Context: an optimization exercise on an open-source flow, tuned for small area, a short achievable clock period and few clock cycles per item. The choices shown serve that exercise and are no tape-out recipe.
Where RTL was checked, it was by simulation tests only, not by an equivalence proof against the original.
Power figures rest on the tool's default switching activity, not on a simulated workload. No driver is modelled on the clock port, so clocking that relies on it looks cheaper here than on a real chip.

==> inputs of job 5932 <==
==> flow/design.v (excerpt) <==
module pool_engine (
	input  logic        clk,
	input  logic        rst,
	input  logic        i_start,
	input  logic [19:0] i_cfg,	 
	input  logic        i_in_valid,
	input  logic [15:0] i_in_data,
	output logic        o_in_credit,
	output logic        o_out_valid,
	output logic [15:0] o_out_data,
	input  logic        i_out_credit,
	output logic        o_busy,
	output logic        o_done
);
==> module pool_engine, before the edit <==
module pool_engine (
	input  logic        clk,
	input  logic        rst,
	input  logic        i_start,
	input  logic [19:0] i_cfg,	 
	input  logic        i_in_valid,
	input  logic [15:0] i_in_data,
	output logic        o_in_credit,
	output logic        o_out_valid,
	output logic [15:0] o_out_data,
	input  logic        i_out_credit,
	output logic        o_busy,
	output logic        o_done
);
	logic        busy_q;	 
	logic        op_q;	 
	logic [2:0]  ws_q;	 
	logic [15:0] rem_q;	 
	logic [3:0]  mask;	 
	logic [2:0]  sh;	 
	logic [15:0] head_q;
	logic        hv_q;	 
	logic [15:0] mem [3];
	logic [2:0]  wr_sel;	 
	logic [2:0]  rd_sel;	 
	logic [2:0]  mocc;	 
	logic [15:0] mem_rd;
	logic        load_head, from_mem, to_mem;
	logic [3:0]  atom_q;	 
	logic        nfirst_q;	 
	logic        nlast_q;	 
	logic        nword0_q;	 
	logic [3:0]  chan_q;	 
	logic        ch15_q;	 
	logic [3:0]  since_q;	 
	logic        aligned_q;	 
	logic [3:0]  used_q;	 
	logic        pop, win_end;
	logic [3:0]  atom_nx;
	logic [15:0] rem_dec;
	logic        premask;	 
	logic [10:0] lo_sum;
	logic        gt;
	logic [9:0]  w_lo;
	logic [5:0]  w_hi;	 
	logic        w_c;	 
	logic        w_gt;	 
	logic        w_last, w_final;
	logic [19:0] ring [16];
	logic        s2_v, s2_final;
	assign mask    = 4'((5'd1 << ws_q) - 5'd1);
	assign sh      = op_q ? ws_q : 3'd0;
	assign pop     = hv_q && (!nword0_q || aligned_q) && (nlast_q || !used_q[3]);
	assign win_end = !nlast_q && ch15_q;
	assign atom_nx = nlast_q ? atom_q + 4'd1 : 4'd0;
	assign load_head = !hv_q || pop;
	assign from_mem  = load_head && mocc[0];
	assign to_mem    = i_in_valid && !(load_head && !mocc[0]);
	assign mem_rd    = ({16{rd_sel[0]}} & mem[0]) | ({16{rd_sel[1]}} & mem[1]) |
	                   ({16{rd_sel[2]}} & mem[2]);
	assign lo_sum  = {1'b0, ring[14][9:0]} + {1'b0, head_q[9:0]};
	assign gt      = (head_q > ring[14][15:0]);
	assign premask = !((pop && ch15_q) ? nlast_q : nfirst_q) &&
	                 (!(pop ? !win_end : nword0_q) || pop || (since_q == 4'd15));
	always_comb begin
		for (int i = 0; i < 16; i++) begin
			rem_dec[i] = rem_q[i] ^ ~|(rem_q & ((16'd1 << i) - 16'd1));
		end
	end
	always_ff @(posedge clk) begin
		for (int k = 0; k < 3; k++) begin
			if (!mocc[2] && wr_sel[k]) begin
				mem[k] <= i_in_data;
			end
		end
		if (load_head) begin
			head_q <= from_mem ? mem_rd : i_in_data;
		end
	end
	always_ff @(posedge clk or posedge rst) begin
		if (rst) begin
			hv_q     <= 1'b0;
			wr_sel   <= 3'd1;
			rd_sel   <= 3'd1;
			mocc     <= 3'd0;
			atom_q   <= 4'd0;
			nfirst_q <= 1'b0;
			nword0_q <= 1'b0;
			chan_q   <= 4'd0;
			ch15_q   <= 1'b0;
			used_q   <= 4'd0;
			w_last   <= 1'b0;
			w_final  <= 1'b0;
			s2_v     <= 1'b0;
			s2_final <= 1'b0;
			busy_q   <= 1'b0;
		end else begin
			if (load_head) begin
				hv_q <= mocc[0] || i_in_valid;
			end
			if (to_mem) begin
				wr_sel <= {wr_sel[1:0], wr_sel[2]};
			end
			if (from_mem) begin
				rd_sel <= {rd_sel[1:0], rd_sel[2]};
			end
			case ({to_mem, from_mem})
				2'b10:   mocc <= {mocc[1:0], 1'b1};
				2'b01:   mocc <= {1'b0, mocc[2:1]};
				default: ;
			endcase
			if (pop) begin
				chan_q   <= chan_q + 4'd1;
				ch15_q   <= (chan_q == 4'd14);
				nword0_q <= !win_end;
				if (ch15_q) begin
					atom_q   <= atom_nx;
					nfirst_q <= nlast_q;
				end
			end
			case ({pop && !nlast_q, i_out_credit})
				2'b10:   used_q <= {used_q[2:0], 1'b1};
				2'b01:   used_q <= {1'b0, used_q[3:1]};
				default: ;
			endcase
			w_last   <= pop && !nlast_q;
			w_final  <= pop && win_end && (rem_q == 16'd1);
			s2_v     <= w_last;
			s2_final <= w_final;
			busy_q   <= busy_q ? !s2_final : i_start;
		end
	end
	always_ff @(posedge clk) begin
		if (!busy_q) begin
			op_q    <= i_cfg[19];
			ws_q    <= i_cfg[18:16];
			rem_q   <= i_cfg[15:0];
			nlast_q <= (i_cfg[18:16] != 3'd0);
		end else begin
			if (pop && win_end) begin
				rem_q <= rem_dec;
			end
			if (pop && ch15_q) begin
				nlast_q <= (atom_nx != mask);
			end
		end
	end
	always_ff @(posedge clk) begin
		o_in_credit <= pop;
		o_out_valid <= s2_v;
		o_done      <= s2_final;
		o_busy      <= busy_q ? !s2_final : i_start;
	end
	always_ff @(posedge clk) begin
		since_q   <= pop ? 4'd0 : since_q + 4'd1;
		aligned_q <= pop || (since_q == 4'd15);
		w_lo      <= head_q[9:0];
		w_hi      <= pop ? head_q[15:10] : 6'd0;
		w_c       <= pop && op_q && lo_sum[10];
		w_gt      <= pop && !op_q && gt;
		ring[15]  <= {ring[14][19:10], (pop && op_q) ? lo_sum[9:0] : ring[14][9:0]};
		ring[0]   <= op_q ? {ring[15][19:10] + {4'd0, w_hi} + {9'd0, w_c}, ring[15][9:0]}
		                  : {4'd0, w_gt ? {w_hi, w_lo} : ring[15][15:0]};
		for (int i = 1; i < 14; i++) begin
			ring[i] <= ring[i-1];
		end
		ring[14]  <= premask ? 20'd0 : ring[13];
		o_out_data <= 16'(ring[0] >> sh);
	end
endmodule
Settings: LEC_CHECK=0, ABC_CLOCK_PERIOD_IN_PS=2000, CAP_MARGIN=20, CORE_MARGIN=2, CORE_UTILIZATION=65, CTS_BUF_LIST=sky130_fd_sc_hd__clkbuf_8, CTS_CLUSTER_DIAMETER=40, CTS_CLUSTER_SIZE=16, SETUP_SLACK_MARGIN=3.9, SLEW_MARGIN=20; clock period 6.0 ns.
standard.sh (not shown) runs the stock make flow with config.mk's settings and CLKGATE_MAP_FILE= SYNTH_SCRIPT=/design/flow/synth_recipe.tcl, a recipe that flattens the netlist after the stock synthesis.
==> flow/flow/run.sh <==
#!/bin/bash
# The standard layout (standard.sh), with port buffers and clock tree options set here.
set -euo pipefail
export BUFFER_PORTS_ARGS="-buffer_cell sky130_fd_sc_hd__buf_2"
export CTS_ARGS="-sink_clustering_enable -repair_clock_nets -sink_clustering_size 30 -sink_clustering_max_diameter 100 -buf_list sky130_fd_sc_hd__clkbuf_16 -root_buf sky130_fd_sc_hd__clkbuf_16 -dont_use_dummy_load"
bash standard.sh > standard.log 2>&1
==> inputs of job 3436, as changes to job 5932 <==
==> flow/design.v (replaced) <==
`timescale 1ns/100ps
package pool_pkg;
	typedef logic [16-1:0] word_t;
	typedef logic [16*16-1:0] atom_t;
	typedef logic [16+4-1:0] sum_t;
	typedef enum logic {
		POOL_MAX = 1'b0,	 
		POOL_AVE = 1'b1	 
	} pool_op_e;
	typedef struct packed {
		pool_op_e    op;
		logic [2:0]  win_shift;	 
		logic [15:0] n_windows;	 
	} pool_cfg_t;
endpackage
`timescale 1ns/100ps
module pool_engine (
	input  logic        clk,
	input  logic        rst,
	input  logic        i_start,
	input  logic [19:0] i_cfg,	 
	input  logic        i_in_valid,
	input  logic [15:0] i_in_data,
	output logic        o_in_credit,
	output logic        o_out_valid,
	output logic [15:0] o_out_data,
	input  logic        i_out_credit,
	output logic        o_busy,
	output logic        o_done
);
	logic        op_q;	 
	logic [2:0]  sh_q;	 
	logic [3:0]  mask_q;	 
	logic [15:0] rem_q;	 
	logic        rem1_q;	 
	logic [15:0] fifo_mem [4];
	logic [2:0]  wr_ptr;
	logic [2:0]  rd_ptr;
	logic        full;
	logic [15:0] head;
	logic [3:0]  atom_q;	 
	logic        nfirst_q;	 
	logic        nlast_q;	 
	logic        nword0_q;	 
	logic [3:0]  chan_q;	 
	logic        ch15_q;	 
	logic [3:0]  since_q;	 
	logic        aligned_q;	 
	logic [3:0]  used_q;	 
	logic        pop, win_end;
	logic [3:0]  atom_nx;
	logic [15:0] rem_dec;
	logic [15:0] acc_lo;	 
	logic [15:0] w_data;	 
	logic        w_gt;	 
	logic        w_last, w_final;
	logic [19:0] ring [16];
	logic        s2_v, s2_final;
	assign full    = (wr_ptr[2] != rd_ptr[2]) && (wr_ptr[1:0] == rd_ptr[1:0]);
	assign pop     = (wr_ptr != rd_ptr) && (!nword0_q || aligned_q) && (nlast_q || !used_q[3]);
	assign win_end = !nlast_q && ch15_q;
	assign atom_nx = nlast_q ? atom_q + 4'd1 : 4'd0;
	assign head    = fifo_mem[rd_ptr[1:0]];
	assign acc_lo  = nfirst_q ? ring[14][15:0] : 16'd0;
	always_comb begin
		for (int i = 0; i < 16; i++) begin
			rem_dec[i] = rem_q[i] ^ ~|(rem_q & ((16'd1 << i) - 16'd1));
		end
	end
	always_ff @(posedge clk) begin
		for (int k = 0; k < 4; k++) begin
			if (!full && (wr_ptr[1:0] == 2'(k))) begin
				fifo_mem[k] <= i_in_data;
			end
		end
	end
	always_ff @(posedge clk or posedge rst) begin
		if (rst) begin
			op_q        <= 1'b0;
			sh_q        <= 3'd0;
			mask_q      <= 4'd0;
			rem_q       <= 16'd0;
			rem1_q      <= 1'b0;
			wr_ptr      <= 3'd0;
			rd_ptr      <= 3'd0;
			atom_q      <= 4'd0;
			nfirst_q    <= 1'b0;
			nlast_q     <= 1'b0;
			nword0_q    <= 1'b0;
			chan_q      <= 4'd0;
			ch15_q      <= 1'b0;
			aligned_q   <= 1'b0;
			used_q      <= 4'd0;
			o_in_credit <= 1'b0;
			w_last      <= 1'b0;
			w_final     <= 1'b0;
			s2_v        <= 1'b0;
			s2_final    <= 1'b0;
			o_out_valid <= 1'b0;
			o_done      <= 1'b0;
			o_busy      <= 1'b0;
		end else begin
			if (i_in_valid) begin
				wr_ptr <= wr_ptr + 3'd1;
			end
			if (i_start && !o_busy) begin
				op_q    <= i_cfg[19];
				sh_q    <= i_cfg[19] ? i_cfg[18:16] : 3'd0;
				mask_q  <= 4'((5'd1 << i_cfg[18:16]) - 5'd1);
				nlast_q <= (i_cfg[18:16] != 3'd0);
				rem_q   <= i_cfg[15:0];
				rem1_q  <= (i_cfg[15:0] == 16'd1);
			end else if (pop && win_end) begin
				rem_q   <= rem_dec;
				rem1_q  <= (rem_q == 16'd2);
			end
			if (pop) begin
				rd_ptr   <= rd_ptr + 3'd1;
				chan_q   <= chan_q + 4'd1;
				ch15_q   <= (chan_q == 4'd14);
				nword0_q <= !win_end;
				if (ch15_q) begin
					atom_q   <= atom_nx;
					nfirst_q <= nlast_q;
					nlast_q  <= (atom_nx != mask_q);
				end
			end
			aligned_q <= pop || (since_q == 4'd15);
			case ({pop && !nlast_q, i_out_credit})
				2'b10:   used_q <= {used_q[2:0], 1'b1};
				2'b01:   used_q <= {1'b0, used_q[3:1]};
				default: ;
			endcase
			o_in_credit <= pop;
			w_last      <= pop && !nlast_q;
			w_final     <= pop && win_end && rem1_q;
			s2_v        <= w_last;
			s2_final    <= w_final;
			o_out_valid <= s2_v;
			o_done      <= s2_final;
			if (i_start && !o_busy) begin
				o_busy <= 1'b1;
			end else if (s2_final) begin
				o_busy <= 1'b0;
			end
		end
	end
	always_ff @(posedge clk) begin
		since_q  <= pop ? 4'd0 : since_q + 4'd1;
		w_data   <= pop ? head : 16'd0;
		w_gt     <= pop && (head > acc_lo);
		ring[0]  <= op_q ? (ring[15] + {4'd0, w_data}) : {4'd0, w_gt ? w_data : ring[15][15:0]};
		for (int i = 1; i < 15; i++) begin
			ring[i] <= ring[i-1];
		end
		ring[15] <= (pop && !nfirst_q) ? 20'd0 : ring[14];
		o_out_data <= 16'(ring[0] >> sh_q);
	end
endmodule
==> flow/run.sh (new file) <==
#!/bin/bash
# synth_recipe.tcl (not shown) runs the flow's synth.tcl, then flattens the netlist and writes it again
# the make line also repeats each setting of config.mk as NAME=value (left out here)
make -C /OpenROAD-flow-scripts/flow DESIGN_CONFIG=/design/flow/config.mk WORK_HOME=/design/flow/orfs CLKGATE_MAP_FILE= SYNTH_SCRIPT=/design/flow/synth_recipe.tcl finish
--- a/flow/config.mk
+++ b/flow/config.mk
@@ -12,5 +12,5 @@
 export CTS_BUF_LIST = sky130_fd_sc_hd__clkbuf_8
 export CTS_CLUSTER_DIAMETER = 40
 export CTS_CLUSTER_SIZE = 16
-export SETUP_SLACK_MARGIN = 3.9
+export SETUP_SLACK_MARGIN = 4.0
 export SLEW_MARGIN = 20
removed: flow/flow/run.sh
removed: flow/standard.sh
==> inputs of job 5857, as changes to job 5932 <==
--- a/flow/design.v
+++ b/flow/design.v
@@ -54,13 +54,11 @@
 	logic        pop, win_end;
 	logic [3:0]  atom_nx;
 	logic [15:0] rem_dec;
-	logic        premask;	 
+	logic [19:0] acc;	 
 	logic [10:0] lo_sum;
 	logic        gt;
-	logic [9:0]  w_lo;
 	logic [5:0]  w_hi;	 
 	logic        w_c;	 
-	logic        w_gt;	 
 	logic        w_last, w_final;
 	logic [19:0] ring [16];
 	logic        s2_v, s2_final;
@@ -74,10 +72,9 @@
 	assign to_mem    = i_in_valid && !(load_head && !mocc[0]);
 	assign mem_rd    = ({16{rd_sel[0]}} & mem[0]) | ({16{rd_sel[1]}} & mem[1]) |
 	                   ({16{rd_sel[2]}} & mem[2]);
-	assign lo_sum  = {1'b0, ring[14][9:0]} + {1'b0, head_q[9:0]};
-	assign gt      = (head_q > ring[14][15:0]);
-	assign premask = !((pop && ch15_q) ? nlast_q : nfirst_q) &&
-	                 (!(pop ? !win_end : nword0_q) || pop || (since_q == 4'd15));
+	assign acc     = nfirst_q ? ring[14] : 20'd0;
+	assign lo_sum  = {1'b0, acc[9:0]} + {1'b0, head_q[9:0]};
+	assign gt      = (head_q > acc[15:0]);
 	always_comb begin
 		for (int i = 0; i < 16; i++) begin
 			rem_dec[i] = rem_q[i] ^ ~|(rem_q & ((16'd1 << i) - 16'd1));
@@ -170,17 +167,14 @@
 	always_ff @(posedge clk) begin
 		since_q   <= pop ? 4'd0 : since_q + 4'd1;
 		aligned_q <= pop || (since_q == 4'd15);
-		w_lo      <= head_q[9:0];
-		w_hi      <= pop ? head_q[15:10] : 6'd0;
+		w_hi      <= (pop && op_q) ? head_q[15:10] : 6'd0;
 		w_c       <= pop && op_q && lo_sum[10];
-		w_gt      <= pop && !op_q && gt;
-		ring[15]  <= {ring[14][19:10], (pop && op_q) ? lo_sum[9:0] : ring[14][9:0]};
-		ring[0]   <= op_q ? {ring[15][19:10] + {4'd0, w_hi} + {9'd0, w_c}, ring[15][9:0]}
-		                  : {4'd0, w_gt ? {w_hi, w_lo} : ring[15][15:0]};
-		for (int i = 1; i < 14; i++) begin
+		ring[15]  <= !pop ? ring[14] :
+		             op_q ? {acc[19:10], lo_sum[9:0]} : {4'd0, gt ? head_q : acc[15:0]};
+		ring[0]   <= {ring[15][19:10] + {4'd0, w_hi} + {9'd0, w_c}, ring[15][9:0]};
+		for (int i = 1; i < 15; i++) begin
 			ring[i] <= ring[i-1];
 		end
-		ring[14]  <= premask ? 20'd0 : ring[13];
 		o_out_data <= 16'(ring[0] >> sh);
 	end
 endmodule
==> flow/flow/run.sh (replaced) <==
#!/bin/bash
# The standard layout (standard.sh), with port buffers and clock tree options set here.
set -euo pipefail
export BUFFER_PORTS_ARGS="-buffer_cell sky130_fd_sc_hd__buf_2"
export CTS_ARGS="-sink_clustering_enable -repair_clock_nets -sink_clustering_size 16 -sink_clustering_max_diameter 40 -buf_list sky130_fd_sc_hd__clkbuf_8 -root_buf sky130_fd_sc_hd__clkbuf_16 -dont_use_dummy_load"
bash standard.sh > standard.log 2>&1
--- a/flow/config.mk
+++ b/flow/config.mk
@@ -12,5 +12,5 @@
 export CTS_BUF_LIST = sky130_fd_sc_hd__clkbuf_8
 export CTS_CLUSTER_DIAMETER = 40
 export CTS_CLUSTER_SIZE = 16
-export SETUP_SLACK_MARGIN = 3.9
+export SETUP_SLACK_MARGIN = 3.7
 export SLEW_MARGIN = 20
==> notes.md <==
status complete, no violations; Arr. time, crit path 3080 ps; multi-input combinational area share 27.0%; cells after synthesis 1172
[end of results for job 3436]
==> notes.md <==
status complete, no violations; cells after synthesis 1049; fraction of the mapped netlist area in adder cells 4.20%; Arr. time, crit path 2890 ps; multi-input combinational area share 25.1%; wire length on met3 988 um; top_reg_cell synth dfxtp_1
[end of results for job 5857]
==> notes.md <==
Inst Count DP 1363; status complete, no violations; Arr. time, crit path 1000 ps; Comb. pwr 1.19 mW; cells after synthesis 1051
[end of results for job 5932]
Testbench counts of job 5932, summed over its fixed seeds: cycles 41,208, words 40,688.
No functional check of the RTL was part of job 3436 and job 5857.

-- re-timing with driven ports --
In the flow no input, the clock included, has a driving cell. The finished layouts below were timed again as built, in two steps.
Step 1 sets driving cells, clkbuf_16 on the clock port and buf_2 on the other inputs (assumed; they add their load-dependent delay and slew).
Step 2 moves the port delays by t, midway between the first and last clock arrival at a register: inputs arrive t later, outputs are due t later. That takes back most of the time a late clock gives input paths.
Slacks: ideal ports / drivers / drivers and shift; pairs: ideal ports / drivers.
| run | shift t [ns] | setup slack, ns | latest minus earliest clock arrival (ns) | slew at the worst register clock pin (ns) | worst slew at a driven data input, ns |
|---|---|---|---|---|---|
| job 5932 | 0.565 | 3.802 / 3.755 / 3.803 | 0.017 / 0.016 | 0.11 / 0.11 | 0.04 |
| job 3436 | 0.617 | 3.373 / 3.373 / 3.373 | 0.031 / 0.031 | 0.10 / 0.10 | 0.04 |
| job 5857 | 0.531 | 3.480 / 3.480 / 3.480 | 0.071 / 0.071 | 0.09 / 0.09 | 0.04 |
After both steps setup and hold are still met in every run listed.
